This design comes from an exercise in tuning for small area, a short achievable clock period and few clock cycles on the open sky130 flow, not from production work.
Function was checked by simulation only, so behaviour that the tests miss may differ from the original.
Power figures rest on the tool's default switching activity, not on a simulated workload.

**config.mk**
```make
export PLATFORM = sky130hd
export DESIGN_NAME = uop_frontend
export DESIGN_NICKNAME = uop_frontend
export VERILOG_FILES = /design/flow/design.v
export SDC_FILE = /design/flow/constraint.sdc
export NUM_CORES = 4
export LEC_CHECK = 0
export CAP_MARGIN = 20
export CORE_MARGIN = 2
export CORE_UTILIZATION = 40
export SETUP_SLACK_MARGIN = 5
export SLEW_MARGIN = 20
```
**constraint.sdc**
```tcl
create_clock -name core_clock -period 8.5 [get_ports {clk}]
set_input_delay 1.7000 -clock core_clock [delete_from_list [all_inputs] [get_ports {clk}]]
set_output_delay 1.7000 -clock core_clock [all_outputs]
set_load 0.01 [all_outputs]
```
**design.v**
```verilog
package isa_pkg;
    localparam logic [6:0] opc_op     = 7'b0110011;
    localparam logic [6:0] opc_op_imm = 7'b0010011;
    localparam logic [2:0] f3_add_sub = 3'b000;
    localparam logic [2:0] f3_mul     = 3'b000;
    localparam logic [2:0] f3_sll     = 3'b001;
    localparam logic [2:0] f3_xor     = 3'b100;
    localparam logic [2:0] f3_srl_sra = 3'b101;
    localparam logic [2:0] f3_or      = 3'b110;
    localparam logic [2:0] f3_and     = 3'b111;
    localparam logic [6:0] f7_base   = 7'b0000000;
    localparam logic [6:0] f7_alt    = 7'b0100000;
    localparam logic [6:0] f7_muldiv = 7'b0000001;
    typedef struct packed {
        logic [6:0] funct7;
        logic [4:0] rs2;
        logic [4:0] rs1;
        logic [2:0] funct3;
        logic [4:0] rd;
        logic [6:0] opcode;
    } r_fmt_t;
    typedef struct packed {
        logic [11:0] imm12;
        logic [4:0]  rs1;
        logic [2:0]  funct3;
        logic [4:0]  rd;
        logic [6:0]  opcode;
    } i_fmt_t;
    typedef union packed {
        r_fmt_t r_fmt;
        i_fmt_t i_fmt;
    } instr_word_u;
endpackage
package uop_pkg;
    typedef enum logic [3:0] {
        uop_add,
        uop_sub,
        uop_and,
        uop_or,
        uop_xor,
        uop_sll,
        uop_srl,
        uop_beq,
        uop_bne,
        uop_nop
    } uop_op_t;
    typedef enum logic [1:0] {
        opk_reg,
        opk_trap_src1,
        opk_trap_src2,
        opk_trap_dst
    } operand_kind_t;
    typedef logic [4:0] reg_idx_t;
    localparam reg_idx_t reg_x0   = 5'd0;
    localparam reg_idx_t reg_tmp0 = 5'd16;
    localparam reg_idx_t reg_tmp1 = 5'd17;
    localparam reg_idx_t reg_tmp2 = 5'd18;
    localparam reg_idx_t reg_tmp3 = 5'd19;
    localparam reg_idx_t reg_tmp4 = 5'd20;
    localparam int num_arch_regs = 16;
    localparam int num_regs      = 24;
    typedef logic [4:0]        rom_addr_t;
    typedef logic signed [4:0] br_off_t;
    localparam int        ucode_rom_rows = 32;
    localparam rom_addr_t rom_ent_mul    = 5'd0;
endpackage
module uop_frontend #(
    parameter int xlen = 32
) (
    input  logic                 clk,
    input  logic                 reset,
    input  logic                 instr_valid,
    input  isa_pkg::instr_word_u instr,
    output logic                 instr_ready,
    output logic                 wb_valid,
    output uop_pkg::reg_idx_t    wb_reg,
    output logic [xlen-1:0]      wb_data
);
    localparam int MB = 8;              
    localparam int ND = MB / 2;         
    logic [31:0] rf [1:15];
    logic [31:0] opa, opb;              
    logic [31:0] pc;                    
    logic        ex_wr;                 
    logic        ex_mul;                
    logic        ex_cap;                
    logic [4:0]  ex_step;               
    logic [3:0]  ex_mbyte;              
    logic        ex_arith, ex_sub, ex_and, ex_or, ex_xor, ex_sll, ex_srl;
    logic        fwd_a, fwd_b;          
    logic [3:0]  ex_rd;
    logic        ready_q;
    assign instr_ready = ready_q;
    logic [31:0] w;
    assign w = instr;
    logic [6:0] d_opc, d_f7;
    logic [2:0] d_f3;
    logic [4:0] d_rd, d_rs1, d_rs2;
    assign d_opc = w[6:0];
    assign d_rd  = w[11:7];
    assign d_f3  = w[14:12];
    assign d_rs1 = w[19:15];
    assign d_rs2 = w[24:20];
    assign d_f7  = w[31:25];
    logic d_rtype, d_itype;
    logic d_add, d_sub, d_and, d_or, d_xor, d_mul, d_sll, d_srl, d_any, d_wr;
    always_comb begin
        d_rtype = d_opc == 7'b0110011 && !d_rd[4] && !d_rs1[4] && !d_rs2[4];
        d_itype = d_opc == 7'b0010011 && !d_rd[4] && !d_rs1[4];
        d_add = (d_rtype && d_f7 == 7'b0000000 && d_f3 == 3'b000) || (d_itype && d_f3 == 3'b000);
        d_sub = d_rtype && d_f7 == 7'b0100000 && d_f3 == 3'b000;
        d_and = d_rtype && d_f7 == 7'b0000000 && d_f3 == 3'b111;
        d_or  = d_rtype && d_f7 == 7'b0000000 && d_f3 == 3'b110;
        d_xor = d_rtype && d_f7 == 7'b0000000 && d_f3 == 3'b100;
        d_mul = d_rtype && d_f7 == 7'b0000001 && d_f3 == 3'b000;
        d_sll = d_itype && d_f7 == 7'b0000000 && d_f3 == 3'b001;
        d_srl = d_itype && d_f7 == 7'b0000000 && d_f3 == 3'b101;
        d_any = d_add | d_sub | d_and | d_or | d_xor | d_mul | d_sll | d_srl;
        d_wr  = d_any && d_rd[3:0] != 4'd0;
    end
    logic acc;
    assign acc = instr_valid & ready_q;
    logic [31:0] rd1, rd2;
    always_comb begin
        rd1 = '0;
        rd2 = '0;
        for (int i = 1; i < 16; i++) begin
            rd1 = rd1 | ({32{d_rs1[3:0] == 4'(i)}} & rf[i]);
            rd2 = rd2 | ({32{d_rs2[3:0] == 4'(i)}} & rf[i]);
        end
    end
    logic byp_a, byp_b;    
    logic nfw_a, nfw_b;    
    assign byp_a = wb_valid && wb_reg[3:0] == d_rs1[3:0];
    assign byp_b = wb_valid && wb_reg[3:0] == d_rs2[3:0];
    assign nfw_a = ex_wr && ex_rd == d_rs1[3:0] && d_rs1[3:0] != 4'd0;
    assign nfw_b = ex_wr && ex_rd == d_rs2[3:0] && d_rs2[3:0] != 4'd0 && !d_itype;
    logic [31:0] a, b, bx, sum, lres, shin, shr, shrev, sres;
    logic        fin;                  
    assign a  = fwd_a ? wb_data : opa;
    assign b  = ({32{fwd_b}} & wb_data) | ({32{fin}} & pc) | ({32{~fwd_b & ~fin}} & opb);
    logic [32:0] sum33;
    assign bx = b ^ {32{ex_sub}};
    assign sum33 = {a, 1'b1} + {bx, ex_sub};
    assign sum = sum33[32:1];
    assign lres = ({32{ex_and}} & (a & b)) | ({32{ex_or}} & (a | b)) | ({32{ex_xor}} & (a ^ b));
    always_comb begin
        for (int i = 0; i < 32; i++) shin[i] = ex_sll ? a[31-i] : a[i];
        shr = shin >> opb[4:0];
        for (int i = 0; i < 32; i++) shrev[i] = shr[31-i];
    end
    assign sres = ({32{ex_sll}} & shrev) | ({32{ex_srl}} & shr);
    logic                negc;       
    logic [MB:0]         bsrc;       
    logic [ND-1:0]       bneg, bone, btwo;    
    logic [ND-1:0][31:0] bm;
    logic [31:0]         mask;       
    logic [5:0][31:0]    rows;
    logic                first;
    assign first = ex_step[0];
    always_comb begin
        for (int i = 0; i < 32; i++) mask[i] = ex_mbyte[i / MB];
        for (int j = 0; j < ND; j++) begin
            bm[j]   = (({32{bone[j]}} & opa) | ({32{btwo[j]}} & {opa[30:0], 1'b0})) ^ ({32{bneg[j]}} & mask);
            rows[j] = bm[j] << (2 * j);
        end
        for (int s = 0; s < 5; s++) begin
            for (int j = 0; j < ND - 1; j++) begin
                if (MB * s + 2 * j < 32)
                    rows[j+1][MB*s+2*j] = rows[j+1][MB*s+2*j] | (bneg[j] & ex_step[s]);
            end
            if (s > 0 && MB * s - 2 < 32)
                rows[0][MB*s-2] = rows[0][MB*s-2] | (negc & ex_step[s]);
        end
        rows[ND]   = first ? 32'd0 : wb_data;
        rows[ND+1] = first ? 32'd0 : pc;
    end
    logic [31:0] ms, mc;
    csa_tree6 t (.r(rows), .s(ms), .c(mc));
    logic last_step, mdone;
    assign mdone = (opb[31:MB-1] == '0 || opb[31:MB-1] == '1) && !bneg[ND-1];
    assign last_step = ex_mul && !ex_cap && mdone;
    logic [31:0] opb_ld;
    assign opb_ld = d_itype ? {{20{w[31]}}, w[31:20]} : (byp_b ? wb_data : rd2);
    always_comb begin
        if (ready_q)     bsrc = {opb_ld[MB-1:0], 1'b0};
        else if (ex_cap) bsrc = {fwd_b ? wb_data[MB-1:0] : opb[MB-1:0], 1'b0};
        else             bsrc = opb[2*MB-1:MB-1];
    end
    always_ff @(posedge clk) begin
        for (int j = 0; j < ND; j++) begin
            bneg[j] <= bsrc[2*j+2] & ~(bsrc[2*j+1] & bsrc[2*j]);
            bone[j] <= bsrc[2*j+1] ^ bsrc[2*j];
            btwo[j] <= (bsrc[2*j+2] & ~bsrc[2*j+1] & ~bsrc[2*j]) | (~bsrc[2*j+2] & bsrc[2*j+1] & bsrc[2*j]);
        end
    end
    always_ff @(posedge clk) begin
        if (ready_q) begin
            opa <= byp_a ? wb_data : rd1;
            opb <= opb_ld;
        end else if (ex_mul) begin
            if (ex_cap) begin
                if (fwd_a) opa <= wb_data;
                if (fwd_b) opb <= wb_data;
            end else begin
                opa <= opa << MB;
                opb <= {{MB{opb[31]}}, opb[31:MB]};
            end
        end
    end
    always_ff @(posedge clk) begin
        pc    <= mc;
        negc  <= bneg[ND-1];
    end
    always_ff @(posedge clk) begin
        if (reset) begin
            ex_wr   <= 1'b0;
            ex_mul  <= 1'b0;
            ex_cap  <= 1'b0;
            ready_q <= 1'b1;
        end else if (acc) begin
            ex_wr   <= d_wr;
            ex_mul  <= d_wr & d_mul;
            ex_cap  <= d_wr & d_mul & (nfw_a | nfw_b);
            ready_q <= !(d_wr & d_mul);
        end else if (ex_mul) begin
            ex_cap <= 1'b0;
            if (last_step) begin
                ex_mul  <= 1'b0;
                ready_q <= 1'b1;
            end
        end else begin
            ex_wr <= 1'b0;
        end
    end
    always_ff @(posedge clk) begin
        fin      <= ~ready_q & last_step;
        ex_arith <= ready_q ? (d_add | d_sub) : last_step;
        ex_sub   <= ready_q & d_sub;
        ex_and   <= ready_q & d_and;
        ex_or    <= ready_q & d_or;
        ex_xor   <= ready_q & d_xor;
        ex_sll   <= ready_q & d_sll;
        ex_srl   <= ready_q & d_srl;
        fwd_a    <= ready_q ? nfw_a : 1'b1;
        fwd_b    <= ready_q & nfw_b;
    end
    always_ff @(posedge clk) begin
        if (ready_q) begin
            ex_rd    <= d_rd[3:0];
            ex_step  <= 5'b00001;
            ex_mbyte <= 4'b1111;
        end else if (ex_mul && !ex_cap) begin
            ex_step  <= {ex_step[3:0], 1'b0};
            ex_mbyte <= {ex_mbyte[2:0], 1'b0};
        end
    end
    always_ff @(posedge clk) begin
        if (reset) begin
            wb_valid <= 1'b0;
        end else begin
            wb_valid <= ex_wr & ~ex_mul;
        end
    end
    always_ff @(posedge clk) begin
        wb_reg  <= {1'b0, ex_rd};
        wb_data <= ({32{ex_mul & ~ex_cap}} & ms) | ({32{ex_arith}} & sum) | lres | sres;
    end
    always_ff @(posedge clk) begin
        for (int i = 1; i < 16; i++) begin
            if (wb_valid && wb_reg[3:0] == 4'(i)) rf[i] <= wb_data;
        end
    end
endmodule
module csa_row (
    input  logic [31:0] x,
    input  logic [31:0] y,
    input  logic [31:0] z,
    output logic [31:0] s,
    output logic [31:0] c
);
    logic [31:0] m;
    assign s = x ^ y ^ z;
    assign m = (x & y) | (x & z) | (y & z);
    assign c = {m[30:0], 1'b0};
endmodule
module csa_tree6 (
    input  logic [5:0][31:0] r,
    output logic [31:0] s,
    output logic [31:0] c
);
    logic [31:0] s0, c0, s1, c1, s2, c2;
    csa_row l1a (.x(r[4]), .y(r[5]), .z(r[0]), .s(s0), .c(c0));
    csa_row l1b (.x(r[1]), .y(r[2]), .z(r[3]), .s(s1), .c(c1));
    csa_row l2  (.x(s0), .y(c0), .z(s1), .s(s2), .c(c2));
    csa_row l3  (.x(s2), .y(c2), .z(c1), .s(s), .c(c));
endmodule
```
**run.sh**
```bash
#!/bin/bash
# synth_recipe.tcl (not shown) runs the flow's synth.tcl, then flattens the netlist and writes it again
# the make line also repeats each setting of config.mk as NAME=value (left out here)
make -C /OpenROAD-flow-scripts/flow DESIGN_CONFIG=/design/flow/config.mk WORK_HOME=/design/flow/orfs CLKGATE_MAP_FILE= SYNTH_SCRIPT=/design/flow/synth_recipe.tcl finish
```
==> run_results.csv, run 1 <==
group,metric,value,unit
run_status,status,"timing/DRC/antenna clean",
floorplanning,core,0.1003,sq mm
global_routing,grt_usage,32.86,%
sta,slew_headroom,21.66,%
layout,layout.nets,4067,
layout,multiInputGateArea,0.02197,sq mm
detailed_routing,wl_per_cell,34.42,microns
placed_design,port_buffers,72,
clocking,cts_tree,"done",
power_and_ir_drop,finalPower,7.369,mW
synth,yosys_warnings,2,
worst_setup_path,slowest_delay,490,ps
detailed_routing,drc,0,
worst_setup_path,cpMaxStageDelayCell,"dlygate4sd2_1",
synth,synth-seq-cells,650,
floorplanning,dieArea,0.1040,sq mm
clocking,clkSlewWorstSetupHoldPaths,70,ps
detailed_routing,vias,36203,
layout,syn2layout_area_growth,23.40,%
global_routing,grt_overflow_total,0,
worst_setup_path,crit_arrival,1810,ps
synth,syn_area,0.04057,sq mm
floorplanning,rows,116,
flow_run,drv_cap,0,
placed_design,dp_slack,3372,ps
worst_setup_path,rrSetupSlack,4990,ps
clocking,clkLatencyLatePin,650,ps
worst_setup_path,path_cells,"buf_4, dlygate4sd2_1",
clocking,cts-root-buf,"clkbuf_16",
synth,yosysSeqAreaShare,45.60,%
detailed_routing,viasPerCell,6.920,
global_routing,grt_pass1_vias,34078,
worst_setup_path,critical_path_class,"reg2out",
detailed_routing,dr.pass1.iters,9,
synth,synth_edf_count,548,
power_and_ir_drop,powerDensity,147.2,mW/mm^2
sta,setup_violations,0,
synth,synth-async-reset-ratio,0,%
layout,largest_register_ffs,480,
sta,period_share,41.35,%
power_and_ir_drop,peakVddDrop,0.1881,mV
clocking,cts_buffer_depth,3,
global_routing,grt_max_degree,67,
layout,top_register,"rf",
sta,fin_crit,3515,ps
synth,syn-num-nets,3910,
worst_setup_path,start_kind,"flip-flop",
global_routing,grt_antenna_before_repair,4,
sta,setup_tns,0,ps
floorplanning,die_y,322.5,microns
worst_setup_path,cp-end-kind,"output port",
placed_design,place_congestion,1.014,
detailed_routing,routed_wl,180.1,mm
sta,fin_skew,33.06,ps
sta,grt_setup_unrepaired,"true",
hold_path,hp-class,"reg2reg",
worst_setup_path,crit_required,6800,ps
sta,hold_viol_final,0,
sta,fin_ws,4985,ps
global_routing,grt_pass1_wl,245.9,mm
clocking,numCtsBuffers,73,
synth,synth_ff_type,"edfxtp_1",
layout,seq_area,0.01857,sq mm
power_and_ir_drop,power.leakage,17.44,nW
clocking,cts_sinks,650,
sta,slew_viol_final,0,
synth,synth_area_per_cell,11.09,sq um
floorplanning,initial_utilization,40.45,%
floorplanning,io_pins,74,
synth,synth_cell_type_count,93,
clocking,htree_levels,3,
detailed_routing,ant_nets,0,
layout,drive_gt1_share,21.78,%
worst_setup_path,crit_fanout,25,
synth,syn_inst,3658,
detailed_routing,drt_iter0_drc,6404,
layout,nFillCells,8755,
floorplanning,die_w,322.5,microns
placed_design,dp_hpwl,104.0,mm
sta,worst_slew_pin_slew,1166,ps
sta,max_freq,284.5,MHz
per-stage QoR:
stage,hold slack (ps),cells,instance area (sq um),utilization (%)
finish,470.1,5232,50060,49.91
global route,485.6,5228,50050,49.90
CTS,461.4,5144,48320,48.18
detailed placement,452.8,4886,43230,43.10
global placement,448.9,4886,43230,43.10
floorplan,329.0,3658,41140,-
layout make-up:
class | instances | share of cell area [%]
Multi-Input combinational cell | 2533 | 43.89
Sequential cell | 650 | 37.09
Timing Repair Buffer | 413 | 9.846
Clock buffer | 92 | 3.879
Tap cell | 1357 | 3.392
Inverter | 144 | 1.092
Clock inverter | 39 | 0.7923
Antenna cell | 4 | 0.02000
layout by cell type (no fill, tap or decap), drive strengths merged, types with 56 or more instances in the layout:
cell / count
edfxtp: 548
a22oi: 385
buf: 325
nand2: 201
nor2: 172
a21oi: 161
inv: 148
xnor2: 137
mux2i: 123
o21ai: 118
nand3: 116
fa: 110
clkbuf: 108
ha: 107
dfxtp: 102
a22o: 81
nor2b: 71
a221oi: 65
xor2: 59
a222oi: 56
mux2: 56
synth_stat cells (37+ instances only):
cell type	n	area share, %
nand2_1	201	1.9
a222oi_1	56	1.4
xnor2_1	137	3.0
a21oi_1	160	2.0
o21ai_0	110	1.4
a221oi_1	64	1.4
inv_1	144	1.3
edfxtp_1	548	41
nand4_1	38	0.59
fa_1	110	5.4
clkbuf_1	261	2.4
nor2_1	172	1.6
a22oi_1	385	7.1
nor2b_1	71	1.1
nand3_1	116	1.4
xor2_1	59	1.3
buf_2	37	0.46
mux2_2	49	1.4
o211ai_1	53	0.98
dfxtp_1	102	5.0
a22o_1	81	1.7
ha_1	107	3.3
mux4_2	42	2.3
nor3_1	37	0.46
mux2i_1	121	3.0
what timing repair did:
action	CTS	global route
resized for setup	355	202
hold buffers	0	0
endpoints found under the setup margin	143	103
buffers inserted	115	72
cloned	12	12
pin swaps	28	70
where the power goes:
| group | total [mW] | internal (mW) | switching [mW] | leakage [nW] |
|---|---|---|---|---|
| Combinational | 0.660 | 0.294 | 0.366 | 11.2 |
| Clock | 3.16 | 1.76 | 1.40 | 1.14 |
| Sequential | 3.55 | 3.48 | 0.0662 | 5.09 |
| Total | 7.37 | 5.54 | 1.83 | 17.4 |
cells by family after synthesis:
kind of cell             share of synthesized area [%]
AND/OR/NAND/NOR                                  9.805
XOR/XNOR                                         4.232
multiplexers                                     7.051
adder cells (fa/ha/maj)                          8.729
AO/OA/AOI/OAI                                    19.97
flip-flops                                       45.60
other                                         0.009244
buffers and inverters                            4.602
worst max-delay path, delay by kind of cell (launching register included):
family / cells / cell delay, ps
buf+inv: 2 / 820
flops: 1 / 310
path summary, 6_finish.rpt:
check	from	end	cells after the start
setup / recovery	wb_data[20]$_DFF_P_	wb_data[20]	2
hold reg to reg	ex_step[4]$_SDFFE_PP0P_	ex_step[4]$_SDFFE_PP0P_	2
hold / removal	ex_step[4]$_SDFFE_PP0P_	ex_step[4]$_SDFFE_PP0P_	2
setup reg to reg	fwd_b$_DFF_P_	wb_data[31]$_DFF_P_	15
layer usage:
| metal | wire length [microns] | vias up | GRT usage, % |
|---|---|---|---|
| li1 | - | 14480 | - |
| met3 | 26320 | 704 | 9.801 |
| met2 | 74450 | 3261 | 47.44 |
| met4 | 13330 | 4 | 20.33 |
| met5 | 29 | - | 0.1852 |
| met1 | 65940 | 17754 | 43.18 |
Testbench counts, summed over its fixed seeds: cycles 15,585.
==> run 2, diff against run 1 <==
--- a/config.mk
+++ b/config.mk
@@ -10,3 +10,4 @@
 export CORE_UTILIZATION = 40
 export SETUP_SLACK_MARGIN = 5
 export SLEW_MARGIN = 20
+export TNS_END_PERCENT = 0
==> run 2 against run 1 <==
Via count down 3.8%. Synthesized cell count unchanged. Critical path type is now reg2reg. Utilization down 3.3 points. Still clean on timing, DRC and antenna. Sequential power about the same. Critical path depth up 7.
==> run_results.csv, run 2 <==
group,metric,value,unit
layout,syn2layout_area_growth,15.29,%
clocking,cts-root-buf,"clkbuf_16",
power_and_ir_drop,power.leakage,15.86,nW
placed_design,place_congestion,0.9639,
global_routing,grt_usage,31.72,%
worst_setup_path,crit_arrival,4330,ps
synth,synth_ff_type,"edfxtp_1",
layout,nFillCells,9049,
sta,slew_viol_final,0,
layout,fin_util,46.63,%
sta,grt_setup_unrepaired,"true",
synth,yosys.cell_count.top_type,"edfxtp_1",
layout,layout.nets,3909,
clocking,hold_buffers,0,
global_routing,grt_overflow_total,0,
placed_design,dp_hpwl,104.7,mm
global_routing,grt_max_degree,73,
synth,syn_area,0.04057,sq mm
floorplanning,rows,116,
clocking,htree_levels,3,
layout,antenna_cells,0,
synth,synth-async-reset-ratio,0,%
sta,max_freq,262.8,MHz
global_routing,grt_pass1_wl,238.4,mm
clocking,cts_buffer_depth,3,
synth,synth_edf_count,548,
clocking,clkLatencyLatePin,660,ps
layout,largest_register_ffs,480,
worst_setup_path,path_cells,"buf_6, mux2_2, mux4_2, mux2i_1, mux2i_1, o22ai_1, o21ai_1, a221oi_1, nand3_1",
clocking,cts_sinks,650,
flow_run,drv_cap,0,
synth,yosys_warnings,2,
synth,yosysTopAreaCell,"edfxtp_1",
layout,final_cells,5070,
sta,holdWs,477.1,ps
synth,synth_commonest_cells,"edfxtp_1, a22oi_1, clkbuf_1",
detailed_routing,ant_nets,0,
sta,worst_slew_pin_slew,951.2,ps
synth,synthTopCellsByArea,"edfxtp_1, a22oi_1, fa_1, dfxtp_1, ha_1",
sta,period_share,44.77,%
layout,seq_area,0.01853,sq mm
global_routing,grt_antenna_before_repair,2,
layout,final_common_cell,"edfxtp_1",
power_and_ir_drop,powerDensity,159.1,mW/mm^2
run_status,status,"timing/DRC/antenna clean",
sta,setup_tns,0,ps
detailed_routing,drc,0,
worst_setup_path,crit_fanout,72,
floorplanning,core,0.1003,sq mm
sta,setup_violations,0,
synth,yosysSeqAreaShare,45.60,%
worst_setup_path,critPathBufInv,1,
detailed_routing,routed_wl,168.5,mm
floorplanning,die_w,322.5,microns
worst_setup_path,crit_top_cell,"mux2i_1",
sta,slew_headroom,36.58,%
worst_setup_path,slowest_delay,540,ps
synth,synth_cell_type_count,93,
hold_path,hp-class,"reg2reg",
synth,syn_inst,3658,
clocking,cts_tree,"done",
sta,fin_crit,3805,ps
worst_setup_path,rrSetupSlack,4690,ps
placed_design,port_buffers,72,
sta,fin_skew,34.90,ps
worst_setup_path,crit_required,9020,ps
layout,final_cell_mix,"edfxtp_1, a22oi_1, nand2_1",
detailed_routing,vias,34833,
detailed_routing,viasPerCell,6.870,
global_routing,grt_pass1_vias,33066,
synth,synth_top_area_share,40.57,%
floorplanning,io_pins,74,
layout,drive_gt1_share,15.11,%
power_and_ir_drop,peakVddDrop,0.1343,mV
clocking,numCtsBuffers,72,
layout,multiInputGateArea,0.02111,sq mm
worst_setup_path,cpMaxStageDelayCell,"buf_6",
detailed_routing,drt_iter0_drc,5700,
synth,synth-seq-cells,650,
worst_setup_path,critical_path_class,"reg2reg",
worst_setup_path,crit_family,"multiplexers",
synth,syn-num-nets,3910,
clocking,clkSlewWorstSetupHoldPaths,60,ps
floorplanning,dieArea,0.1040,sq mm
detailed_routing,wl_per_cell,33.23,microns
detailed_routing,dr.pass1.iters,9,
worst_setup_path,start_kind,"flip-flop",
floorplanning,initial_utilization,40.45,%
floorplanning,die_y,322.5,microns
placed_design,dp_cells,4882,
layout,top_register,"rf",
sta,hold_viol_final,0,
worst_setup_path,cp-end-kind,"flip-flop",
synth,synth_area_per_cell,11.09,sq um
-- run 2: area by class of cell --
class | instances | area share (%)
sequential | 650 | 39.61
inverter | 144 | 1.156
multi-input combinational | 2532 | 45.13
tap | 1357 | 3.630
timing repair buffer | 257 | 5.185
clock inverter | 43 | 1.150
clock buffer | 87 | 4.131
-- run 2: final timing paths --
path | startpoint | end | cells past startpoint
max | ex_sll$_DFF_P_ | wb_data[28]$_DFF_P_ | 9
min | ex_step[4]$_SDFFE_PP0P_ | ex_step[4]$_SDFFE_PP0P_ | 2
max reg2reg | ex_sll$_DFF_P_ | wb_data[28]$_DFF_P_ | 9
min reg2reg | ex_step[4]$_SDFFE_PP0P_ | ex_step[4]$_SDFFE_PP0P_ | 2
-- run 2: timing repair --
| item | in CTS | in global routing |
|---|---|---|
| gates cloned | 3 | 1 |
| setup endpoints to repair | 147 | 151 |
| gates resized for setup | 111 | 63 |
| setup buffers | 36 | 18 |
| pin swaps | 13 | 17 |
-- run 2: cells by family after synthesis --
kind of cell / synth area share (%)
buffers and inverters: 4.602
AOI/OAI and AO/OA: 19.97
other: 0.009244
muxes: 7.051
and+or+nand+nor: 9.805
DFF: 45.60
xor gates and xnor gates: 4.232
adders and majority gates: 8.729
-- run 2: per-stage QoR --
stage          setup slack, ps  power (mW)  area (sq um)
4_1_cts                   4762       7.420         46370
3_5_place_dp              3368       4.140         43090
3_3_place_gp              3387       4.140         43030
2_1_floorplan             4774       3.938         40710
5_1_grt                   4656       7.600         46770
6_report                  4695       7.440         46770
-- run 2: layer usage --
layer	global-route usage [%]	vias to the layer above	routed length, microns
met5	0	-	0
met1	41.75	17178	61950
met4	18.82	0	11670
li1	-	14157	-
met3	8.715	624	23140
met2	46.69	2874	71710
-- run 2: report_power, final --
part / switching (mW) / internal [mW] / total [mW]
sequential: 0.0626 / 3.49 / 3.55
clock: 1.37 / 1.94 / 3.31
combinational: 0.331 / 0.246 / 0.577
total: 1.77 / 5.67 / 7.44
-- run 2: tightest hold or removal path, stage by stage, from the launching register on --
cell	delay [ps]
dfxtp_1	320
nand2_1	60
a21oi_1	50
==> run 3, diff against run 2 <==
--- a/config.mk
+++ b/config.mk
@@ -8,6 +8,7 @@
 export CAP_MARGIN = 20
 export CORE_MARGIN = 2
 export CORE_UTILIZATION = 40
+export CTS_BUF_LIST = sky130_fd_sc_hd__clkbuf_4 sky130_fd_sc_hd__clkbuf_8
+export PLACE_DENSITY = 0.75
 export SETUP_SLACK_MARGIN = 5
 export SLEW_MARGIN = 20
-export TNS_END_PERCENT = 0
==> run 3 against run 2 <==
Still clean. Cell count grew 4.4%. Non-clock buffer count up 151. Clock skew up 7.7 ps. Design area rose by 5.6%. First-iteration DRC count rose by 51%. Power fell by 3.9%. Area after synthesis unchanged. Fmax grew 3.3%. Via count grew 8.2%. Die area is the same. Worst hold slack improved by 9.6 ps. Largest cell class unchanged. Highest routed layer is now met5.
==> run_results.csv, run 3 <==
group,metric,value,unit
run_status,status,"timing/DRC/antenna clean",
worst_setup_path,critPathBufInv,4,
synth,synth-async-reset-ratio,0,%
worst_setup_path,cpMaxStageDelayCell,"dfxtp_4",
layout,syn2layout_area_growth,21.73,%
clocking,numCtsBuffers,104,
sta,slew_viol_final,0,
detailed_routing,ant_nets,0,
detailed_routing,dr.pass1.iters,13,
global_routing,grt_pass1_vias,34978,
synth,synthTopCellsByArea,"edfxtp_1, a22oi_1, fa_1, dfxtp_1, ha_1",
synth,yosysSeqAreaShare,45.60,%
sta,period_share,43.35,%
synth,synth_ff_type,"edfxtp_1",
synth,yosys.cell_count.top_type,"edfxtp_1",
placed_design,port_buffers,72,
power_and_ir_drop,powerDensity,144.8,mW/mm^2
hold_path,hp-class,"reg2reg",
placed_design,dp_cells,4872,
power_and_ir_drop,power.leakage,17.30,nW
worst_setup_path,crit_required,9100,ps
floorplanning,die_y,322.5,microns
clocking,cts_sinks,650,
layout,top_register,"rf",
synth,synth-seq-cells,650,
worst_setup_path,crit_arrival,4290,ps
synth,syn-num-nets,3910,
detailed_routing,drt_iter0_drc,8602,
worst_setup_path,slowest_delay,380,ps
layout,largest_register_ffs,480,
sta,fin_skew,42.63,ps
placed_design,dp_slack,3318,ps
clocking,cts_tree,"done",
global_routing,grt_antenna_before_repair,10,
worst_setup_path,crit_fanout,9,
global_routing,grt_max_degree,86,
global_routing,grt_usage,31.63,%
worst_setup_path,critical_path_class,"reg2reg",
detailed_routing,routed_wl,172.9,mm
floorplanning,rows,116,
layout,layout.nets,4098,
sta,worst_slew_pin_slew,1153,ps
worst_setup_path,start_kind,"flip-flop",
synth,synth_commonest_cells,"edfxtp_1, a22oi_1, clkbuf_1",
layout,final_common_cell,"edfxtp_1",
sta,setup_tns,0,ps
synth,synth_edf_count,548,
clocking,hold_buffers,0,
sta,hold_viol_final,0,
global_routing,grt_pass1_wl,240.5,mm
synth,synth_top_area_share,40.57,%
layout,final_cell_mix,"edfxtp_1, a22oi_1, buf_4",
global_routing,grt_overflow_total,0,
synth,yosys_warnings,2,
power_and_ir_drop,peakVddDrop,0.1049,mV
synth,synth_area_per_cell,11.09,sq um
placed_design,dp_hpwl,97.49,mm
worst_setup_path,path_cells,"buf_12, nor2_4, buf_12, a21oi_4, xnor2_2, ha_1, buf_6, a211o_1, o22ai_4, a211oi_2, a211oi_2, buf_4, nand2_4, a21oi_2, mux2i_1, o221ai_1",
layout,final_cells,5292,
synth,syn_inst,3658,
detailed_routing,drc,0,
layout,drive_gt1_share,22.25,%
detailed_routing,wl_per_cell,32.68,microns
sta,fin_ws,4815,ps
floorplanning,core,0.1003,sq mm
clocking,cts_buffer_depth,3,
detailed_routing,vias,37698,
sta,max_freq,271.4,MHz
floorplanning,initial_utilization,40.45,%
clocking,clkSlewWorstSetupHoldPaths,60,ps
clocking,cts-root-buf,"clkbuf_8",
floorplanning,io_pins,74,
sta,grt_setup_unrepaired,"true",
synth,syn_area,0.04057,sq mm
worst_setup_path,crit_family,"compound AO/OA/AOI/OAI gates",
sta,fin_crit,3685,ps
flow_run,drv_cap,0,
synth,synth_cell_type_count,93,
detailed_routing,viasPerCell,7.124,
sta,setup_violations,0,
synth,yosysTopAreaCell,"edfxtp_1",
sta,slew_headroom,23.13,%
floorplanning,dieArea,0.1040,sq mm
worst_setup_path,cp-end-kind,"flip-flop",
floorplanning,die_w,322.5,microns
placed_design,place_congestion,1.043,
clocking,clkLatencyLatePin,780,ps
clocking,htree_levels,3,
run 3: cell counts after synthesis:
Identical to the previous run, type by type.
run 3: final cells by class:
type	instances	area [sq um]
diodes	3	7.507
clock buffers	148	1799
clock inverters	44	446.7
fillers	8474	50910
inverters	144	540.5
multi-input cells	2538	21810
flip-flops and latches	650	18580
well taps	1357	1698
repair buffers	408	4494
run 3: stage by stage:
| step | utilization [%] | hold slack, ps | power, mW | area [sq um] |
|---|---|---|---|---|
| after floorplan | - | 329.0 | 3.955 | 41140 |
| after global placement | 43.00 | 443.8 | 4.137 | 43120 |
| after detailed placement | 43.00 | 458.8 | 4.143 | 43120 |
| after CTS | 47.78 | 468.5 | 7.046 | 47920 |
| after global routing | 49.23 | 493.0 | 7.291 | 49380 |
| final | 49.24 | 486.7 | 7.153 | 49380 |
run 3: what timing repair did:
action                     CTS  global route
gates resized for setup    327           128
setup endpoints to repair  145            97
pin swaps                   35            48
gates cloned                17            10
buffers inserted           116            82
run 3: path summary, 6_finish.rpt:
check	from	end	slack, ps	depth (start not counted)
worst max register to register	fin$_DFF_P_	wb_data[31]$_DFF_P_	4820	16
worst min register to register	ready_q$_SDFFE_PP1P_	fin$_DFF_P_	490	1
worst min-delay path	ready_q$_SDFFE_PP1P_	fin$_DFF_P_	490	1
worst max-delay path	fin$_DFF_P_	wb_data[31]$_DFF_P_	4820	16
run 3: routing by layer:
| layer | GRT usage, % | part of all wire, % |
|---|---|---|
| met1 | 39.59 | 33 |
| met2 | 44.54 | 40 |
| met4 | 21.00 | 9.1 |
| met5 | 0.1852 | 0.046 |
| met3 | 13.12 | 18 |
run 3: kinds of logic after synthesis:
logic type                 Yosys count  synth area share [%]
AOI/OAI and AO/OA                 1109                 19.97
and+or+nand+nor                    786                 9.805
DFF                                650                 45.60
buffers and inverters              477                 4.602
muxes                              222                 7.051
adders and majority gates          217                 8.729
xor gates and xnor gates           196                 4.232
other                                1              0.009244
run 3: power by group:
| group | switching [mW] | leakage [nW] | internal (mW) |
|---|---|---|---|
| logic | 0.378 | 11.0 | 0.276 |
| registers | 0.0589 | 5.09 | 3.48 |
| clock network | 1.36 | 1.19 | 1.60 |
| total | 1.80 | 17.3 | 5.35 |
==> run 4, diff against run 3 <==
--- a/config.mk
+++ b/config.mk
@@ -9,6 +9,6 @@
 export CORE_MARGIN = 2
 export CORE_UTILIZATION = 40
 export CTS_BUF_LIST = sky130_fd_sc_hd__clkbuf_4 sky130_fd_sc_hd__clkbuf_8
-export PLACE_DENSITY = 0.75
 export SETUP_SLACK_MARGIN = 5
 export SLEW_MARGIN = 20
+export TNS_END_PERCENT = 20
==> run 4 against run 3 <==
Still clean. Routed wire length grew 0.90%. Synthesized cell count is the same. Utilization is 1.0 points lower. Combinational power down 7.6%. Cell count down 1.1%. Via count decreased by 5.2%. Largest power group unchanged.
==> run_results.csv, run 4 <==
group,metric,value,unit
run_status,status,"timing/DRC/antenna clean",
sta,setup_violations,0,
detailed_routing,vias,35741,
synth,yosys.cell_count.top_type,"edfxtp_1",
clocking,cts_tree,"done",
sta,worst_slew_pin_slew,922.0,ps
clocking,htree_levels,3,
synth,synth_area_per_cell,11.09,sq um
sta,fin_skew,53.12,ps
global_routing,grt_overflow_total,0,
detailed_routing,drt_iter0_drc,6285,
sta,hold_viol_final,0,
power_and_ir_drop,powerDensity,148.7,mW/mm^2
global_routing,grt_usage,32.61,%
layout,drive_gt1_share,19.91,%
floorplanning,die_w,322.5,microns
worst_setup_path,crit_arrival,4240,ps
clocking,clkLatencyLatePin,790,ps
detailed_routing,wl_per_cell,33.34,microns
layout,final_cell_mix,"edfxtp_1, a22oi_1, nand2_1",
power_and_ir_drop,peakVddDrop,0.1072,mV
hold_path,hold_depth,2,
synth,synth_ff_type,"edfxtp_1",
sta,slew_headroom,38.53,%
layout,seq_area,0.01855,sq mm
synth,yosys_warnings,2,
floorplanning,dieArea,0.1040,sq mm
flow_run,drv_cap,0,
global_routing,grt_pass1_wl,245.2,mm
synth,synth_edf_count,548,
floorplanning,initial_utilization,40.45,%
sta,slew_viol_final,0,
layout,nFillCells,8950,
layout,largest_register_ffs,480,
worst_setup_path,crit_required,9020,ps
clocking,hold_buffers,0,
synth,synth_top_area_share,40.57,%
global_routing,grt_max_degree,80,
detailed_routing,ant_nets,0,
synth,synth-seq-cells,650,
detailed_routing,drc,0,
sta,setup_tns,0,ps
synth,synth_cell_type_count,93,
power_and_ir_drop,finalPower,7.196,mW
sta,fin_crit,3729,ps
placed_design,port_buffers,72,
sta,fin_ws,4771,ps
floorplanning,rows,116,
global_routing,grt_antenna_before_repair,7,
synth,yosysTopAreaCell,"edfxtp_1",
clocking,numCtsBuffers,110,
layout,finish.instance_area,0.04838,sq mm
placed_design,place_congestion,0.9797,
layout,fin_util,48.24,%
floorplanning,die_y,322.5,microns
synth,synth-async-reset-ratio,0,%
worst_setup_path,crit_fanout,28,
placed_design,dp_hpwl,104.5,mm
detailed_routing,viasPerCell,6.830,
detailed_routing,dr.pass1.iters,7,
floorplanning,core,0.1003,sq mm
layout,top_register,"rf",
worst_setup_path,worst_r2r_path_depth,8,
hold_path,hp-class,"reg2reg",
layout,multiInputGateArea,0.02157,sq mm
layout,syn2layout_area_growth,19.27,%
clocking,cts-root-buf,"clkbuf_8",
clocking,cts_sinks,650,
synth,syn_inst,3658,
clocking,clkSlewWorstSetupHoldPaths,70,ps
synth,yosysSeqAreaShare,45.60,%
sta,grt_setup_unrepaired,"true",
floorplanning,io_pins,74,
sta,period_share,43.87,%
worst_setup_path,cp-end-kind,"flip-flop",
layout,final_common_cell,"edfxtp_1",
synth,syn-num-nets,3910,
synth,syn_area,0.04057,sq mm
clocking,cts_buffer_depth,3,
power_and_ir_drop,power.leakage,16.88,nW
sta,max_freq,268.2,MHz
worst_setup_path,critical_path_class,"in2reg",
worst_setup_path,start_kind,"input pin",
placed_design,placed_area,0.04312,sq mm
detailed_routing,routed_wl,174.5,mm
layout,layout.nets,4032,
synth,synth_commonest_cells,"edfxtp_1, a22oi_1, clkbuf_1",
global_routing,grt_pass1_vias,33957,
synth,synthTopCellsByArea,"edfxtp_1, a22oi_1, fa_1, dfxtp_1, ha_1",
placed_design,dp_slack,3005,ps
-- run 4: layout make-up --
| class | count | area share (%) |
|---|---|---|
| Tap cell | 1357 | 3.509 |
| Timing Repair Buffer | 341 | 7.637 |
| Clock buffer | 145 | 3.711 |
| Multi-Input combinational cell | 2533 | 44.58 |
| Clock inverter | 60 | 1.099 |
| Inverter | 144 | 1.117 |
| Antenna cell | 3 | 0.01552 |
| Sequential cell | 650 | 38.33 |
-- run 4: path summary, 6_finish.rpt --
check	from	end	slack (ps)
setup / recovery	instr[22]	opb[10]$_DFFE_PP_	4770
hold / removal	ex_step[4]$_SDFFE_PP0P_	ex_step[4]$_SDFFE_PP0P_	480
setup reg to reg	opa[12]$_DFFE_PP_	wb_data[16]$_DFF_P_	4800
hold reg to reg	ex_step[4]$_SDFFE_PP0P_	ex_step[4]$_SDFFE_PP0P_	480
-- run 4: timing repair --
action	CTS	global route
pin swaps	15	36
resized for setup	173	149
setup endpoints to repair	146	121
gates cloned	9	6
buffers inserted	83	46
-- run 4: worst max-delay path: stages --
cell and delay, ps:
buf_2 140, buf_12 180, inv_1 340, nor3_4 80, buf_4 310, a222oi_1 510
nand3_1 120, nor3_1 430, o21ai_0 170, o211ai_1 120, o21ai_0 100
-- run 4: where the power goes --
group,switching (mW),internal [mW],leakage [nW]
combinational,0.343,0.261,10.6
sequential,0.0577,3.48,5.08
clock,1.42,1.63,1.23
-- run 4: cell families after synthesis --
kind of cell    Yosys count  share of synthesized area [%]
mux                     222                          7.051
simple gates            786                          9.805
compound gates         1109                          19.97
xor+xnor                196                          4.232
other cells               1                       0.009244
buf+inv                 477                          4.602
fa+ha+maj               217                          8.729
flops                   650                          45.60
-- run 4: stage by stage --
step           std cells  hold slack (ps)
2_1_floorplan       3658            329.0
3_3_place_gp        4880            449.7
3_5_place_dp        4880            452.7
4_1_cts             5177            472.7
5_1_grt             5231            488.0
6_report            5233            477.9
-- run 4: per-layer routing --
layer	global-route usage (%)	part of all wire (%)	up-vias
li1	-	-	14424
met5	0	0	-
met2	47.66	42	3125
met3	8.621	14	651
met4	18.81	6.8	0
met1	43.62	37	17541
==> run 5, diff against run 4 <==
--- a/config.mk
+++ b/config.mk
@@ -8,7 +8,6 @@
 export CAP_MARGIN = 20
 export CORE_MARGIN = 2
 export CORE_UTILIZATION = 40
-export CTS_BUF_LIST = sky130_fd_sc_hd__clkbuf_4 sky130_fd_sc_hd__clkbuf_8
 export SETUP_SLACK_MARGIN = 5
 export SLEW_MARGIN = 20
 export TNS_END_PERCENT = 20
==> run 5 against run 4 <==
Global-route usage is 0.21 points higher. Routed wire length is 0.95% higher. Worst setup slack worse by 1.1 ps. Via count is 0.41% higher. Critical path depth is 9 lower. Clock-buffer cell count is 54 lower. Utilization is 0.85 points higher. Cell count is 0.54% lower. Power is 3.6% higher. Flip-flop and latch count stayed put. First-iteration DRC count is 0.76% lower. Sequential power hardly changed. Critical path type is now reg2out.
==> run_results.csv, run 5 <==
group,metric,value,unit
run_status,status,"timing/DRC/antenna clean",
sta,holdWs,477.0,ps
global_routing,grt_pass1_vias,33893,
floorplanning,die_y,322.5,microns
global_routing,grt_antenna_before_repair,2,
synth,syn_area,0.04057,sq mm
clocking,cts-root-buf,"clkbuf_16",
detailed_routing,wl_per_cell,33.84,microns
global_routing,grt_pass1_wl,246.4,mm
sta,fin_skew,29.46,ps
global_routing,grt_usage,32.82,%
synth,synth_cell_type_count,93,
layout,layout.nets,4042,
power_and_ir_drop,power.leakage,17.03,nW
detailed_routing,drc,0,
worst_setup_path,crit_arrival,2030,ps
floorplanning,io_pins,74,
sta,worst_slew_pin_slew,916.7,ps
worst_setup_path,cp-startpoint,"wb_reg[1]$_DFF_P_",
synth,synth_area_per_cell,11.09,sq um
clocking,clkSlewWorstSetupHoldPaths,60,ps
detailed_routing,viasPerCell,6.895,
detailed_routing,wl_met3,25.46,mm
layout,top_register,"rf",
detailed_routing,ant_nets,0,
detailed_routing,vias,35889,
sta,period_share,43.88,%
hold_path,worstHoldStart,"ex_step[4]$_SDFFE_PP0P_",
synth,yosys.cell_count.top_type,"edfxtp_1",
synth,synth_edf_count,548,
detailed_routing,drt_iter0_drc,6237,
placed_design,place_congestion,0.9797,
sta,hold_viol_final,0,
worst_setup_path,cp-end-kind,"output port",
detailed_routing,routed_wl,176.2,mm
clocking,hold_buffers,0,
placed_design,dp_hpwl,104.5,mm
floorplanning,die_w,322.5,microns
global_routing,grt_overflow_total,0,
clocking,numCtsBuffers,73,
power_and_ir_drop,peakVddDrop,0.1408,mV
power_and_ir_drop,powerDensity,151.5,mW/mm^2
sta,slew_headroom,38.66,%
synth,synth_top_area_share,40.57,%
clocking,cts_buffer_depth,3,
sta,grt_setup_unrepaired,"true",
layout,nFillCells,8804,
synth,synthTopCellsByArea,"edfxtp_1, a22oi_1, fa_1, dfxtp_1, ha_1",
detailed_routing,top_layer_used,"met5",
worst_setup_path,critical_path_class,"reg2out",
worst_setup_path,crit_required,6800,ps
layout,final_cells,5205,
flow_run,drv_cap,0,
synth,synth_commonest_cells,"edfxtp_1, a22oi_1, clkbuf_1",
hold_path,hp-class,"reg2reg",
synth,syn_inst,3658,
clocking,htree_levels,3,
clocking,cts_sinks,650,
sta,setup_violations,0,
clocking,clkLatencyLatePin,660,ps
floorplanning,core,0.1003,sq mm
hold_path,hold_depth,2,
synth,synth-async-reset-ratio,0,%
sta,slew_viol_final,0,
layout,antenna_cells,0,
worst_setup_path,worst_r2r_path_depth,8,
clocking,cts_tree,"done",
global_routing,grt_max_degree,80,
sta,setup_tns,0,ps
layout,drive_gt1_share,20.32,%
synth,yosysTopAreaCell,"edfxtp_1",
synth,yosys_warnings,2,
floorplanning,initial_utilization,40.45,%
synth,synth-seq-cells,650,
layout,syn2layout_area_growth,21.36,%
worst_setup_path,start_kind,"flip-flop",
placed_design,port_buffers,72,
floorplanning,dieArea,0.1040,sq mm
floorplanning,rows,116,
placed_design,dp_cells,4880,
synth,yosysSeqAreaShare,45.60,%
layout,largest_register_ffs,480,
detailed_routing,wl_met2,72.64,mm
synth,synth_ff_type,"edfxtp_1",
synth,syn-num-nets,3910,
sta,max_freq,268.1,MHz
worst_setup_path,crit_fanout,8,
worst_setup_path,rr_startpoint,"opa[12]$_DFFE_PP_",
layout,final_common_cell,"edfxtp_1",
layout,final_cell_mix,"edfxtp_1, a22oi_1, buf_4",
detailed_routing,met1_length,64.54,mm
sta,fin_crit,3730,ps
detailed_routing,dr.pass1.iters,9,
run 5: changes by cell type in the layout (fill, tap and decap cells not counted), moves of 8 or more:
cell             before  now
clkbuf_8            113    1
clkbuf_16             6   81
buf_4               186  234
clkbuf_4             33    4
clkbuf_1              0   16
clkinv_1             22    9
dlymetal6s2s_1       17    6
clkdlybuf4s50_1      45   53
clkinv_2             22   14
run 5: layer usage:
metal,vias up,global-route usage [%]
li1,14442,-
met1,17602,43.67
met2,3140,47.51
met3,701,8.928
met4,4,20.13
met5,-,0
run 5: what timing repair did:
action                                  CTS  global route
resized for setup                       209           170
buffers inserted                        105            67
pin swaps                                38            72
endpoints found under the setup margin  147           132
gates cloned                             13             7
run 5: where the power goes:
part	internal, mW	switching [mW]
registers	3.48	0.0583
logic	0.278	0.350
clock network	1.88	1.41
total	5.64	1.82
run 5: kinds of logic after synthesis:
family | Yosys count | share of synthesized area (%)
muxes | 222 | 7.051
and+or+nand+nor | 786 | 9.805
buffers and inverters | 477 | 4.602
DFF | 650 | 45.60
AOI/OAI and AO/OA | 1109 | 19.97
adders and majority gates | 217 | 8.729
xor gates and xnor gates | 196 | 4.232
other | 1 | 0.009244
run 5: worst paths after layout:
path / endpoint / slack, ps
max: wb_reg[1] / 4770
min: ex_step[4]$_SDFFE_PP0P_ / 480
max reg2reg: wb_data[16]$_DFF_P_ / 4850
min reg2reg: ex_step[4]$_SDFFE_PP0P_ / 480
run 5: cell type report:
| cell class | count | area, sq um | share of cell area (%) |
|---|---|---|---|
| Clock buffer | 91 | 1926 | 3.911 |
| Clock inverter | 42 | 499.2 | 1.014 |
| Inverter | 144 | 544.3 | 1.106 |
| Multi-Input combinational cell | 2533 | 21950 | 44.59 |
| Sequential cell | 650 | 18550 | 37.67 |
| Tap cell | 1357 | 1698 | 3.449 |
| Timing Repair Buffer | 388 | 4065 | 8.257 |
run 5: worst max-delay path, cell delays in order (launching register included):
cell	delay, ps
dfxtp_1	500
buf_4	280
clkdlybuf4s50_1	580
run 5: through the flow:
stage	utilization, %	worst slack, ps	cell area, sq um	total power, mW
after floorplan	-	4774	40840	3.943
after global placement	42.99	3014	43120	4.144
after detailed placement	43.00	3005	43120	4.145
after CTS	47.59	4736	47730	7.415
after global routing	49.09	4786	49230	7.616
final	49.09	4770	49230	7.458
==> run 6, diff against run 5 <==
--- a/design.v
+++ b/design.v
@@ -120,19 +120,21 @@
     end
     logic acc;
     assign acc = instr_valid & ready_q;
-    logic [31:0] rd1, rd2;
-    always_comb begin
-        rd1 = '0;
-        rd2 = '0;
-        for (int i = 1; i < 16; i++) begin
-            rd1 = rd1 | ({32{d_rs1[3:0] == 4'(i)}} & rf[i]);
-            rd2 = rd2 | ({32{d_rs2[3:0] == 4'(i)}} & rf[i]);
-        end
-    end
     logic byp_a, byp_b;    
     logic nfw_a, nfw_b;    
     assign byp_a = wb_valid && wb_reg[3:0] == d_rs1[3:0];
     assign byp_b = wb_valid && wb_reg[3:0] == d_rs2[3:0];
+    logic [15:1] wen;
+    always_comb for (int i = 1; i < 16; i++) wen[i] = wb_valid && wb_reg[3:0] == 4'(i);
+    logic [31:0] rd1, rd2;
+    always_comb begin
+        rd1 = {32{byp_a}} & wb_data;
+        rd2 = {32{byp_b}} & wb_data;
+        for (int i = 1; i < 16; i++) begin
+            rd1 = rd1 | ({32{d_rs1[3:0] == 4'(i) && !wen[i]}} & rf[i]);
+            rd2 = rd2 | ({32{d_rs2[3:0] == 4'(i) && !wen[i]}} & rf[i]);
+        end
+    end
     assign nfw_a = ex_wr && ex_rd == d_rs1[3:0] && d_rs1[3:0] != 4'd0;
     assign nfw_b = ex_wr && ex_rd == d_rs2[3:0] && d_rs2[3:0] != 4'd0 && !d_itype;
     logic [31:0] a, b, bx, sum, lres, shin, shr, shrev, sres;
@@ -181,7 +183,7 @@
     assign mdone = (opb[31:MB-1] == '0 || opb[31:MB-1] == '1) && !bneg[ND-1];
     assign last_step = ex_mul && !ex_cap && mdone;
     logic [31:0] opb_ld;
-    assign opb_ld = d_itype ? {{20{w[31]}}, w[31:20]} : (byp_b ? wb_data : rd2);
+    assign opb_ld = d_itype ? {{20{w[31]}}, w[31:20]} : rd2;
     always_comb begin
         if (ready_q)     bsrc = {opb_ld[MB-1:0], 1'b0};
         else if (ex_cap) bsrc = {fwd_b ? wb_data[MB-1:0] : opb[MB-1:0], 1'b0};
@@ -196,7 +198,7 @@
     end
     always_ff @(posedge clk) begin
         if (ready_q) begin
-            opa <= byp_a ? wb_data : rd1;
+            opa <= rd1;
             opb <= opb_ld;
         end else if (ex_mul) begin
             if (ex_cap) begin
@@ -268,7 +270,7 @@
     end
     always_ff @(posedge clk) begin
         for (int i = 1; i < 16; i++) begin
-            if (wb_valid && wb_reg[3:0] == 4'(i)) rf[i] <= wb_data;
+            if (wen[i]) rf[i] <= wb_data;
         end
     end
 endmodule
--- a/config.mk
+++ b/config.mk
@@ -5,9 +5,10 @@
 export SDC_FILE = /design/flow/constraint.sdc
 export NUM_CORES = 4
 export LEC_CHECK = 0
+export ABC_AREA = 1
 export CAP_MARGIN = 20
 export CORE_MARGIN = 2
-export CORE_UTILIZATION = 40
+export CORE_UTILIZATION = 55
+export CTS_BUF_LIST = sky130_fd_sc_hd__clkbuf_4 sky130_fd_sc_hd__clkbuf_8
 export SETUP_SLACK_MARGIN = 5
 export SLEW_MARGIN = 20
-export TNS_END_PERCENT = 20
==> run 6 against run 5 <==
Still clean on timing, DRC and antenna. Largest cell class unchanged. Fmax grew 2.2%. Routed wire length up 14%. Critical endpoint is now wb_data[22]$_DFF_P_. Sequential power increased by 3%. Utilization up 16 points. Highest routed layer unchanged.
==> run_results.csv, run 6 <==
group,metric,value,unit
power_and_ir_drop,clockPowerShare,36.1,%
detailed_routing,ant_nets,0,
layout,final_cells,6182,
power_and_ir_drop,p_seq_share,43.9,%
global_routing,grt_usage,50.30,%
sta,setup_tns,0,ps
layout,top_register,"rf",
detailed_routing,drt_iter0_drc,8499,
synth,syn_inst,4952,
sta,fin_crit,3649,ps
detailed_routing,viasPerCell,6.922,
power_and_ir_drop,swShare,32.10,%
global_routing,grt_pass1_vias,39258,
synth,synth-async-reset-ratio,0,%
detailed_routing,dr.pass1.iters,11,
floorplanning,die_y,278.7,microns
synth,syn_area,0.04149,sq mm
clocking,hold_buffers,0,
clocking,clkLatencyLatePin,800,ps
sta,fin_skew,71.69,ps
layout,largest_register_ffs,480,
worst_setup_path,critical_path_class,"reg2reg",
synth,yosys_warnings,2,
sta,grt_setup_unrepaired,"true",
floorplanning,core,0.07457,sq mm
placed_design,place_congestion,1.081,
clocking,cts_buffer_depth,3,
layout,drive_gt1_share,13.62,%
floorplanning,die_w,278.7,microns
layout,layout.nets,5377,
layout,syn2layout_area_growth,16.55,%
sta,max_freq,274.0,MHz
placed_design,dp_slack,3408,ps
sta,slew_viol_final,0,
power_and_ir_drop,finalPower,8.270,mW
synth,synth_edf_count,548,
sta,fin_ws,4851,ps
global_routing,grt_antenna_before_repair,10,
power_and_ir_drop,p_int,5.615,mW
power_and_ir_drop,power.leakage,21.13,nW
power_and_ir_drop,peakVddDrop,0.1568,mV
global_routing,grt_pass1_wl,278.0,mm
floorplanning,rows,100,
worst_setup_path,crit_required,9080,ps
synth,synth_top_area_share,39.66,%
synth,synth_ff_type,"edfxtp_1",
worst_setup_path,crit_arrival,4230,ps
layout,seq_area,0.01858,sq mm
worst_setup_path,crit_fanout,8,
synth,syn-num-nets,5204,
power_and_ir_drop,powerDensity,171.0,mW/mm^2
synth,yosysSeqAreaShare,44.58,%
synth,synth_area_per_cell,8.379,sq um
detailed_routing,routed_wl,201.5,mm
global_routing,grt_max_degree,63,
layout,multiInputGateArea,0.02059,sq mm
power_and_ir_drop,p_switching,2.655,mW
clocking,cts_sinks,650,
synth,synth_cell_type_count,49,
detailed_routing,vias,42791,
synth,yosysTopAreaCell,"edfxtp_1",
layout,final_common_cell,"nand2_1",
placed_design,port_buffers,72,
hold_path,hp-class,"reg2reg",
synth,yosys.cell_count.top_type,"nand2_1",
flow_run,drv_cap,0,
clocking,htree_levels,3,
clocking,cts_tree,"done",
run_status,status,"timing/DRC/antenna clean",
synth,synthTopCellsByArea,"edfxtp_1, nand2_1, nand3_1, inv_1, fa_1",
synth,synth-seq-cells,650,
sta,period_share,42.93,%
sta,setup_violations,0,
worst_setup_path,cp-end-kind,"flip-flop",
floorplanning,io_pins,74,
floorplanning,initial_utilization,55.64,%
worst_setup_path,start_kind,"flip-flop",
sta,holdWs,426.0,ps
sta,worst_slew_pin_slew,1284,ps
detailed_routing,drc,0,
sta,hold_viol_final,0,
global_routing,grt_overflow_total,0,
clocking,numCtsBuffers,108,
layout,final_cell_mix,"nand2_1, inv_1, edfxtp_1",
sta,slew_headroom,14.37,%
detailed_routing,wl_per_cell,32.59,microns
layout,nFillCells,6412,
clocking,cts-root-buf,"clkbuf_8",
clocking,clkSlewWorstSetupHoldPaths,60,ps
placed_design,dp_cells,5877,
placed_design,dp_hpwl,133.6,mm
floorplanning,dieArea,0.07766,sq mm
power_and_ir_drop,combPwrFrac,20.1,%
synth,synth_commonest_cells,"nand2_1, inv_1, edfxtp_1",
==> run 6: metrics by stage <==
stage               instance area, sq um  util (%)
global placement                   43330     58.11
floorplan                          41490         -
finish                             48360     64.85
detailed placement                 43360     58.15
global route                       48350     64.83
CTS                                47360     63.51
==> run 6: worst paths after layout <==
| path | cells after the start | slack (ps) | start | endpoint |
|---|---|---|---|---|
| hold reg to reg | 0 | 430 | ex_rd[3]$_DFFE_PP_ | wb_reg[3]$_DFF_P_ |
| setup / recovery | 11 | 4850 | opa[15]$_DFFE_PP_ | wb_data[22]$_DFF_P_ |
| hold / removal | 0 | 430 | ex_rd[3]$_DFFE_PP_ | wb_reg[3]$_DFF_P_ |
| setup reg to reg | 11 | 4850 | opa[15]$_DFFE_PP_ | wb_data[22]$_DFF_P_ |
==> run 6: critical path, stage by stage (launching register included) <==
cell,delay (ps)
edfxtp_1,420
clkinvlp_4,300
o22ai_1,280
xor2_1,130
fa_1,560
inv_1,60
fa_1,570
fa_1,430
nand2_1,80
nand2_1,100
nor2_4,320
nand3_2,200
==> run 6: metal layers <==
metal  share of wire, %  vias up  routed length (microns)  GRT usage, %
met2                 38     4492                    76130         67.25
met3                 19     1104                    38300         21.35
met5               0.11        -                      213        0.7505
met4                8.1       14                    16400         29.63
met1                 35    19826                    70450         67.50
li1                   -    17355                        -             -
==> run 6: cells by family (layout without fill, tap and decap cells) <==
kind of cell / count (synthesis) / in the layout / share of synthesized area (%)
compound gates: 932 / 932 / 13.75
buf+inv: 901 / 1152 / 8.434
flops: 650 / 650 / 44.58
other cells: 1 / 8 / 0.009037
xor+xnor: 145 / 145 / 3.061
simple gates: 2105 / 2108 / 21.61
fa+ha+maj: 217 / 217 / 8.533
mux: 1 / 1 / 0.02412
==> run 6: layout make-up <==
cell class	count	area share, %
multi-input cells	3404	42.58
flip-flops and latches	650	38.42
repair buffers	271	6.056
inverters	686	5.661
clock buffers	149	3.788
well taps	969	2.507
clock inverters	42	0.8874
repair inverters	4	0.06468
diodes	7	0.03622
==> run 6: power groups by stage <==
stage | logic, mW | clock network (mW) | registers [mW]
after floorplan | 0.897 | 0 | 3.63
after global routing | 1.74 | 3.09 | 3.62
final | 1.66 | 2.98 | 3.63
after detailed placement | 1.39 | 0 | 3.68
after global placement | 1.38 | 0 | 3.68
after CTS | 1.49 | 2.97 | 3.61
==> run 6: repair_timing <==
item / in CTS / in global routing
resized for setup: 364 / 188
endpoints found under the hold margin: 0 / 0
pin swaps: 18 / 35
gates cloned: 6 / 5
setup buffers: 62 / 34
setup endpoints to repair: 160 / 107
Testbench counts of run 6, summed over its fixed seeds: cycles 15,585.
==> run 7, diff against run 6 <==
--- a/config.mk
+++ b/config.mk
@@ -5,7 +5,6 @@
 export SDC_FILE = /design/flow/constraint.sdc
 export NUM_CORES = 4
 export LEC_CHECK = 0
-export ABC_AREA = 1
 export CAP_MARGIN = 20
 export CORE_MARGIN = 2
 export CORE_UTILIZATION = 55
==> run 7 against run 6 <==
Still clean on timing, DRC and antenna. Flip-flop and latch count is the same. Cell count shrank 23%. Critical endpoint is now wb_data[30]$_DFF_P_. Sequential share of layout area is essentially flat. Fmax shrank 2.4%. Non-clock buffer count grew 102. Combinational power shrank about 70%. Largest power group unchanged. Die area shrank 2.8%. Critical path type unchanged. Highest routed layer unchanged.
==> run_results.csv, run 7 <==
group,metric,value,unit
synth,synth_cell_type_count,86,
detailed_routing,wl_met3,26.22,mm
detailed_routing,wl_per_cell,37.57,microns
synth,synth_edf_count,548,
detailed_routing,vias,36188,
layout,largest_register_ffs,480,
synth,yosys_warnings,2,
power_and_ir_drop,peakVddDrop,0.1607,mV
power_and_ir_drop,p_int,5.330,mW
global_routing,grt_max_degree,63,
detailed_routing,drc,0,
layout,syn2layout_area_growth,19.87,%
layout,layout.nets,3987,
sta,period_share,44.01,%
sta,slew_headroom,20.60,%
worst_setup_path,crit_arrival,4360,ps
worst_setup_path,critPathBufInv,2,
synth,synth_commonest_cells,"edfxtp_1, a22oi_1, clkbuf_1",
power_and_ir_drop,swShare,24.57,%
global_routing,grt_overflow_total,0,
placed_design,dp_hpwl,104.3,mm
layout,top_register,"rf",
floorplanning,die_y,274.7,microns
synth,yosysSeqAreaShare,45.89,%
synth,syn-num-nets,3830,
synth,synth_area_per_cell,11.27,sq um
power_and_ir_drop,p_seq_share,50.0,%
sta,worst_slew_pin_slew,1191,ps
floorplanning,io_pins,74,
worst_setup_path,critical_path_class,"reg2reg",
sta,hold_viol_final,0,
layout,final_common_cell,"edfxtp_1",
detailed_routing,ant_nets,0,
clocking,numCtsBuffers,107,
floorplanning,dieArea,0.07548,sq mm
power_and_ir_drop,combPwrFrac,7.1,%
worst_setup_path,cp-end-kind,"flip-flop",
synth,synth_ff_type,"edfxtp_1",
worst_setup_path,cpMaxStageDelayCell,"mux2i_2",
floorplanning,rows,99,
worst_setup_path,crit_required,9120,ps
synth,synthTopCellsByArea,"edfxtp_1, a22oi_1, fa_1, dfxtp_1, ha_1",
hold_path,hp-class,"reg2reg",
synth,yosysTopAreaCell,"edfxtp_1",
power_and_ir_drop,clockPowerShare,42.9,%
detailed_routing,top_layer_used,"met5",
synth,syn_inst,3578,
clocking,cts_sinks,650,
power_and_ir_drop,finalPower,7.067,mW
flow_run,drv_cap,0,
detailed_routing,viasPerCell,7.561,
synth,yosys.cell_count.top_type,"edfxtp_1",
detailed_routing,dr.pass1.iters,9,
sta,setup_tns,0,ps
detailed_routing,routed_wl,179.8,mm
clocking,cts-root-buf,"clkbuf_8",
worst_setup_path,slowest_delay,530,ps
sta,grt_setup_unrepaired,"true",
sta,setup_violations,0,
global_routing,grt_pass1_wl,251.9,mm
sta,holdWs,472.0,ps
worst_setup_path,start_kind,"flip-flop",
global_routing,grt_antenna_before_repair,6,
detailed_routing,met1_length,61.92,mm
layout,multiInputGateArea,0.02152,sq mm
synth,synth-async-reset-ratio,0,%
placed_design,port_buffers,72,
clocking,clkSlewWorstSetupHoldPaths,60,ps
detailed_routing,drt_iter0_drc,6269,
floorplanning,initial_utilization,55.44,%
power_and_ir_drop,powerDensity,146.2,mW/mm^2
floorplanning,die_w,274.7,microns
clocking,clkLatencyLatePin,790,ps
layout,fin_util,66.46,%
global_routing,grt_pass1_vias,35291,
clocking,htree_levels,3,
clocking,cts_buffer_depth,3,
global_routing,grt_usage,46.97,%
worst_setup_path,crit_family,"compound AO/OA/AOI/OAI gates",
run_status,status,"timing/DRC/antenna clean",
worst_setup_path,crit_top_cell,"o211ai_1",
sta,max_freq,267.3,MHz
placed_design,place_congestion,1.017,
clocking,cts_tree,"done",
worst_setup_path,crit_fanout,5,
synth,synth_top_area_share,40.82,%
worst_setup_path,path_cells,"buf_4, mux2i_2, inv_1, ha_2, o211ai_1, o21a_2, a211oi_4, o2111a_2, o211ai_1, a21boi_1, mux2i_1, a221o_1",
power_and_ir_drop,p_switching,1.737,mW
layout,nFillCells,5484,
synth,syn_area,0.04031,sq mm
sta,slew_viol_final,0,
worst_setup_path,rrSetupSlack,4760,ps
synth,synth-seq-cells,650,
layout,drive_gt1_share,22.69,%
sta,fin_crit,3741,ps
floorplanning,core,0.07271,sq mm
sta,fin_skew,72.42,ps
layout,seq_area,0.01858,sq mm
power_and_ir_drop,power.leakage,17.22,nW
layout,final_cell_mix,"edfxtp_1, a22oi_1, nand2_1",
detailed_routing,wl_met2,75.89,mm
==> run 7: changes by cell type in the layout (fill, tap and decap cells not counted), sizes merged, moves of 95 or more <==
cell and delta:
xnor2 +131, a22oi +347, o21ai -159, buf +99
o22ai -294, mux2i +95, nand3 -417, nand2 -822
a22o +114, nor2 -303, inv -507
==> run 7: worst reg2reg max path, cell delays in order (launching register included) <==
cell	delay, ps
dfxtp_4	470
buf_4	210
mux2i_2	530
inv_1	170
ha_2	390
o211ai_1	90
o21a_2	260
a211oi_4	320
o2111a_2	350
o211ai_1	180
a21boi_1	200
mux2i_1	140
a221o_1	320
==> run 7: routing by layer <==
| metal | global-route usage (%) | vias to the layer above |
|---|---|---|
| met5 | 0 | - |
| met4 | 32.69 | 6 |
| met3 | 16.04 | 929 |
| met2 | 68.72 | 3390 |
| met1 | 58.68 | 17593 |
| li1 | - | 14270 |
==> run 7: stage by stage <==
stage / worst slack [ps] / cell area, sq um / std cells
3_5_place_dp: 2433 / 42280 / 4401
3_3_place_gp: 2604 / 42280 / 4401
5_1_grt: 4719 / 48320 / 4785
6_report: 4759 / 48320 / 4786
2_1_floorplan: 4830 / 40930 / 3578
4_1_cts: 4835 / 47410 / 4730
==> run 7: timing repair <==
item	CTS	global route
setup buffers	114	53
gates cloned	16	1
pin swaps	64	39
hold buffers	0	0
endpoints found under the setup margin	150	82
gates resized for setup	427	92
==> run 7: cell families after synthesis <==
group           share of synthesized area [%]
compound gates                          21.15
simple gates                            8.545
flops                                   45.89
buf+inv                                 4.885
fa+ha+maj                               8.784
xor+xnor                                4.215
mux                                     6.530
other cells                          0.009302
==> run 7: path summary, 6_finish.rpt <==
kind | from | depth (start not counted) | end
setup reg to reg | fwd_a$_SDFF_PN1_ | 12 | wb_data[30]$_DFF_P_
setup / recovery | fwd_a$_SDFF_PN1_ | 12 | wb_data[30]$_DFF_P_
hold / removal | ex_step[4]$_SDFFE_PP0P_ | 2 | ex_step[4]$_SDFFE_PP0P_
hold reg to reg | ex_step[4]$_SDFFE_PP0P_ | 2 | ex_step[4]$_SDFFE_PP0P_
==> run 7: layout make-up <==
| class | instances | area share, % |
|---|---|---|
| sequential | 650 | 38.45 |
| clock inverter | 54 | 1.051 |
| multi-input combinational | 2445 | 44.54 |
| clock buffer | 145 | 3.742 |
| tap | 959 | 2.483 |
| antenna | 2 | 0.01036 |
| timing repair inverter | 1 | 0.01036 |
| timing repair buffer | 373 | 8.485 |
| inverter | 157 | 1.227 |
==> run 7: power by group through the flow <==
stage	Combinational, mW	Clock (mW)	Sequential (mW)
final	0.502	3.03	3.53
after global routing	0.524	3.18	3.53
after CTS	0.467	3.03	3.53
after detailed placement	0.445	0	3.60
after global placement	0.437	0	3.60
after floorplan	0.305	0	3.58

## separate check: timing with driven ports
Ports are ideal in the flow. The routed layouts listed here were re-timed in OpenROAD. Step 1, drivers: a clkbuf_16 drives clk and a buf_2 each remaining input, both assumed. Step 2 times the ports against the registers' clock, not the clock port: input delays grow and output delays shrink by t, the midpoint of the rising clock arrivals with the driver on. Slacks: ideal ports / drivers / drivers and shift; pairs: ideal ports / drivers.
run | shift t [ns] | setup WS [ns] | worst data-port slew with drivers (ns)
run 1 | 0.702 | 4.985 / 4.917 / 4.310 | 0.09
run 2 | 0.710 | 4.695 / 4.678 / 4.053 | 0.08
run 3 | 0.818 | 4.815 / 4.815 / 4.175 | 0.05
run 4 | 0.829 | 4.771 / 4.713 / 3.977 | 0.06
run 5 | 0.714 | 4.770 / 4.704 / 4.113 | 0.14
run 6 | 0.832 | 4.851 / 4.851 / 4.142 | 0.05
run 7 | 0.814 | 4.759 / 4.759 / 4.191 | 0.05
After both steps every run listed still meets setup and hold. The setup slack of run 4, which loses most, moves by -0.058 ns with the drivers and by -0.794 ns with both steps.
